From an optimization exercise on the open Yosys and OpenROAD flow, aimed at small area; shortcuts taken in it are not production practice.
In this exercise RTL edits were held to simulation tests only and were not proved equivalent to the original.
Power is estimated from default activity; no workload was simulated.

== JK ==
==> flow/design.v (excerpt) <==
module qar_timer_mc #(
  parameter int CNT_W  = 32,
  parameter int NUM_CH = 8,
  parameter int PRE_W  = 16
) (
  input  logic              clk,
  input  logic              rst,
  input  logic              bus_write,
  input  logic              bus_read,
  input  logic [5:0]        addr_word,
  input  logic [31:0]       wdata,
  output logic [31:0]       rdata,
  input  logic [NUM_CH-1:0] capture_in,
  output logic [NUM_CH-1:0] pwm_out,
  output logic              irq
);
==> flow/config.mk <==
export PLATFORM = sky130hd
export DESIGN_NAME = qar_timer_mc
export DESIGN_NICKNAME = qar_timer_mc
export VERILOG_FILES = /design/flow/design.v
export SDC_FILE = /design/flow/constraint.sdc
export NUM_CORES = 4
export LEC_CHECK = 0
export ABC_AREA = 1
export CAP_MARGIN = 20
export CORE_MARGIN = 2
export CORE_UTILIZATION = 40
export GPL_TIMING_DRIVEN = 0
export SLEW_MARGIN = 20
==> flow/constraint.sdc <==
create_clock -name core_clock -period 15.0 [get_ports {clk}]
set_input_delay 3.0000 -clock core_clock [delete_from_list [all_inputs] [get_ports {clk}]]
set_output_delay 3.0000 -clock core_clock [all_outputs]
set_load 0.01 [all_outputs]
standard.sh (not shown) runs the stock make flow with config.mk's settings and CLKGATE_MAP_FILE= SYNTH_SCRIPT=/design/flow/synth_recipe.tcl, a recipe that flattens the netlist after the stock synthesis.
==> flow/flow/run.sh <==
#!/bin/bash
# Layout flow: the standard flow (standard.sh: standard synthesis, then
# ORFS floorplan to finish), with these changes to how the layout is built:
#  - clock tree: clkbuf_8 buffers, sink clusters of up to 13 flops within
#    65 um, and no dummy loads (fewer, smaller clock buffers);
#  - port buffers: every input and output port still gets its own buffer,
#    using buf_1 cells;
#  - repair_design (pre_resize.tcl hook) leaves out buf_8/12/16, so
#    high-fanout nets get smaller buffers;
#  - synthesis: standard.sh's synthesis with only the final ABC mapping
#    script changed (flow/synth_abc.tcl, flow/abc_area_map.script).
# Each tool's full output goes to standard.log in this folder.
set -uo pipefail
here=$(pwd)
export CTS_ARGS="-sink_clustering_enable -repair_clock_nets -dont_use_dummy_load -buf_list sky130_fd_sc_hd__clkbuf_8 -sink_clustering_size 13 -sink_clustering_max_diameter 65"
export BUFFER_PORTS_ARGS="-buffer_cell sky130_fd_sc_hd__buf_1"
export PRE_GLOBAL_PLACE_TCL="$here/flow/pre_global_place.tcl"
export PRE_RESIZE_TCL="$here/flow/pre_resize.tcl"
export FLOW_SYNTH_TCL="$here/synth_recipe.tcl"
export ABC_MAP_SCRIPT="$here/flow/abc_area_map.script"
bash standard.sh SYNTH_SCRIPT="$here/flow/synth_abc.tcl" finish > standard.log 2>&1
status=$?
cp -r orfs/logs standard_logs 2>/dev/null || true
exit $status
==> flow/flow/abc_area_map.script <==
strash
dch -f
map -a
topo
stime -c
buffer -c
upsize -c
dnsize -c
==> flow/flow/pre_global_place.tcl <==
# Hook sourced by ORFS global_place.tcl before placement: drop the buffers
# that synthesis inserted, as the timing-driven placement would; the repair
# steps that follow re-buffer only the nets that need it.
remove_buffers
==> flow/flow/pre_resize.tcl <==
# Hook sourced by ORFS resize.tcl before repair_design: leave the three
# largest plain buffers out, so high-fanout nets get smaller buffers.
set_dont_use {sky130_fd_sc_hd__buf_16 sky130_fd_sc_hd__buf_12 sky130_fd_sc_hd__buf_8}
==> flow/flow/synth_abc.tcl <==
# Synthesis script: the standard flow's own synth_recipe.tcl (the standard synthesis),
# with one change: the final ABC technology mapping uses
# flow/abc_area_map.script (area-oriented "dch -f; map -a", then ABC's
# usual buffering and sizing) instead of ORFS's abc_area.script. Every
# step before ABC, including flip-flop mapping, is unchanged, so the
# registers, their names and cell types are the standard synthesis's.
proc abc {args} {
  set i [lsearch $args -script]
  if {$i >= 0} { lset args [expr {$i + 1}] $::env(ABC_MAP_SCRIPT) }
  yosys abc {*}$args
}
source $::env(FLOW_SYNTH_TCL)
Input-level comparison between MS and JK:
--- a/flow/flow/run.sh
+++ b/flow/flow/run.sh
@@ -8,5 +8,3 @@
 #  - repair_design (pre_resize.tcl hook) leaves out buf_8/12/16, so
-#    high-fanout nets get smaller buffers;
-#  - synthesis: standard.sh's synthesis with only the final ABC mapping
-#    script changed (flow/synth_abc.tcl, flow/abc_area_map.script).
+#    high-fanout nets get smaller buffers.
 # Each tool's full output goes to standard.log in this folder.
@@ -18,5 +16,3 @@
 export PRE_RESIZE_TCL="$here/flow/pre_resize.tcl"
-export FLOW_SYNTH_TCL="$here/synth_recipe.tcl"
-export ABC_MAP_SCRIPT="$here/flow/abc_area_map.script"
-bash standard.sh SYNTH_SCRIPT="$here/flow/synth_abc.tcl" finish > standard.log 2>&1
+bash standard.sh > standard.log 2>&1
 status=$?
removed: flow/flow/abc_area_map.script
removed: flow/flow/synth_abc.tcl
### Flow results
- ~same total area of sequential cells in JK and MS
- Comparing MS against JK, there is no change at all in buffer depth of the longest clock path.
- Compared with JK, in MS final cell count without fillers saw an increase; final area now larger.
--- input diff MS..AL ---
Settings: changing SLEW_MARGIN from 20 to 10; changing CAP_MARGIN from 20 to 10.
--- a/flow/flow/run.sh
+++ b/flow/flow/run.sh
@@ -8,3 +8,5 @@
 #  - repair_design (pre_resize.tcl hook) leaves out buf_8/12/16, so
-#    high-fanout nets get smaller buffers.
+#    high-fanout nets get smaller buffers;
+#  - synthesis: standard.sh's synthesis with only the final ABC mapping
+#    script changed (flow/synth_abc.tcl, flow/abc_area_map.script).
 # Each tool's full output goes to standard.log in this folder.
@@ -16,3 +18,5 @@
 export PRE_RESIZE_TCL="$here/flow/pre_resize.tcl"
-bash standard.sh > standard.log 2>&1
+export FLOW_SYNTH_TCL="$here/synth_recipe.tcl"
+export ABC_MAP_SCRIPT="$here/flow/abc_area_map.script"
+bash standard.sh SYNTH_SCRIPT="$here/flow/synth_abc.tcl" finish > standard.log 2>&1
 status=$?
==> flow/flow/abc_area_map.script (new file) <==
strash
dch -f
map -a
topo
stime -c
buffer -c
upsize -c
dnsize -c
==> flow/flow/synth_abc.tcl (new file) <==
# Synthesis script: the standard flow's own synth_recipe.tcl (the standard synthesis),
# with one change: the final ABC technology mapping uses
# flow/abc_area_map.script (area-oriented "dch -f; map -a", then ABC's
# usual buffering and sizing) instead of ORFS's abc_area.script. Every
# step before ABC, including flip-flop mapping, is unchanged, so the
# registers, their names and cell types are the standard synthesis's.
proc abc {args} {
  set i [lsearch $args -script]
  if {$i >= 0} { lset args [expr {$i + 1}] $::env(ABC_MAP_SCRIPT) }
  yosys abc {*}$args
}
source $::env(FLOW_SYNTH_TCL)
--- outcome ---
- Ran to the end and failed final checks on max-capacitance violations, max-slew violations: AL.
- | first-pass GRT wire length | AL vs MS | worse |
- Reported for AL and MS, number of primary I/O pins turned out identical to the last digit.
- Going from MS to AL, placer congestion estimate grew by a few percent.
- Cmp AL and MS / utilization / lower: AL
- Cell area is higher on MS
- [AL vs MS] sequential share of the synthesized area: higher in AL
- On setup slack, MS beats AL.
- Worst slack on hold paths: AL vs MS down 0.0049 ns
- The run showing the smaller clock-buffer cell count is MS.
Modified inputs, TR compared to AL
--- a/flow/flow/run.sh
+++ b/flow/flow/run.sh
@@ -8,5 +8,3 @@
 #  - repair_design (pre_resize.tcl hook) leaves out buf_8/12/16, so
-#    high-fanout nets get smaller buffers;
-#  - synthesis: standard.sh's synthesis with only the final ABC mapping
-#    script changed (flow/synth_abc.tcl, flow/abc_area_map.script).
+#    high-fanout nets get smaller buffers.
 # Each tool's full output goes to standard.log in this folder.
@@ -18,5 +16,3 @@
 export PRE_RESIZE_TCL="$here/flow/pre_resize.tcl"
-export FLOW_SYNTH_TCL="$here/synth_recipe.tcl"
-export ABC_MAP_SCRIPT="$here/flow/abc_area_map.script"
-bash standard.sh SYNTH_SCRIPT="$here/flow/synth_abc.tcl" finish > standard.log 2>&1
+bash standard.sh > standard.log 2>&1
 status=$?
removed: flow/flow/abc_area_map.script
removed: flow/flow/synth_abc.tcl
### Flow results
TR completed every stage of the flow, and the final layout passed the timing, DRC and antenna checks. When TR is set beside AL, its post-synth design cell area turns out to be 490 um^2 larger. From AL to TR the numbers moved as follows: final wirelength lower, design area higher.
Setup changes, TR to PW
Settings: a change of CAP_MARGIN from 10 to 20; a change of SLEW_MARGIN from 10 to 20.
==> flow/flow/run.sh <==
#!/bin/bash
# Layout flow: the standard flow (standard.sh: standard synthesis, then
# ORFS floorplan to finish), with these changes to how the layout is built:
#  - clock tree: clkbuf_8 buffers, sink clusters of up to 12 flops within
#    60 um, and no dummy loads (fewer, smaller clock buffers);
#  - port buffers: every input and output port still gets its own buffer,
#    using buf_1 cells;
set -uo pipefail
here=$(pwd)
export CTS_ARGS="-sink_clustering_enable -repair_clock_nets -dont_use_dummy_load -buf_list sky130_fd_sc_hd__clkbuf_8 -sink_clustering_size 12 -sink_clustering_max_diameter 60"
export BUFFER_PORTS_ARGS="-buffer_cell sky130_fd_sc_hd__buf_1"
export PRE_GLOBAL_PLACE_TCL="$here/flow/pre_global_place.tcl"
bash standard.sh > standard.log 2>&1
status=$?
cp -r orfs/logs standard_logs 2>/dev/null || true
exit $status
removed: flow/flow/pre_resize.tcl
==> comparison <==
Multi-input gate area in the final layout: TR vs PW — no meaningful difference. Overall via count from detail_route: PW higher than TR. Compared with TR, in PW utilization moved up; post-route worst setup slack held steady; part of the power in the clock network went up 1.5 points; count of clock-buffer cells in the layout shows an increase of about 15%; total length of routed wires climbed 1.9 mm.

==> static timing again, ports no longer ideal <==
The flow's constraints put no driver on any port. The routed layouts listed below were extracted and timed again, unchanged, in two steps.
Step 1 assumes that a clkbuf_16 drives the clock port and a buf_2 every other input.
Step 2 times the ports against the registers' clock, not the clock port: input delays grow and output delays shrink by t, the midpoint of the rising clock arrivals with the driver on.
a / b / c = ideal ports / drivers / drivers and shift; a / b = the first two.
run | t (ns) | slack for setup (ns) | hold WS [ns] | worst register clock-pin slew, ns | cell pins on the clock port's net
JK | 0.865 | 1.432 / 1.432 / 1.432 | 0.327 / 0.327 / 0.327 | 0.10 / 0.10 | 1
MS | 0.867 | 1.639 / 1.639 / 1.639 | 0.349 / 0.349 / 0.349 | 0.10 / 0.10 | 1
AL | 0.855 | 1.365 / 1.365 / 1.365 | 0.344 / 0.344 / 0.344 | 0.10 / 0.10 | 1
TR | 0.847 | 1.641 / 1.641 / 1.641 | 0.329 / 0.329 / 0.329 | 0.11 / 0.11 | 1
PW | 0.892 | 1.639 / 1.639 / 1.639 | 0.347 / 0.347 / 0.347 | 0.10 / 0.10 | 1
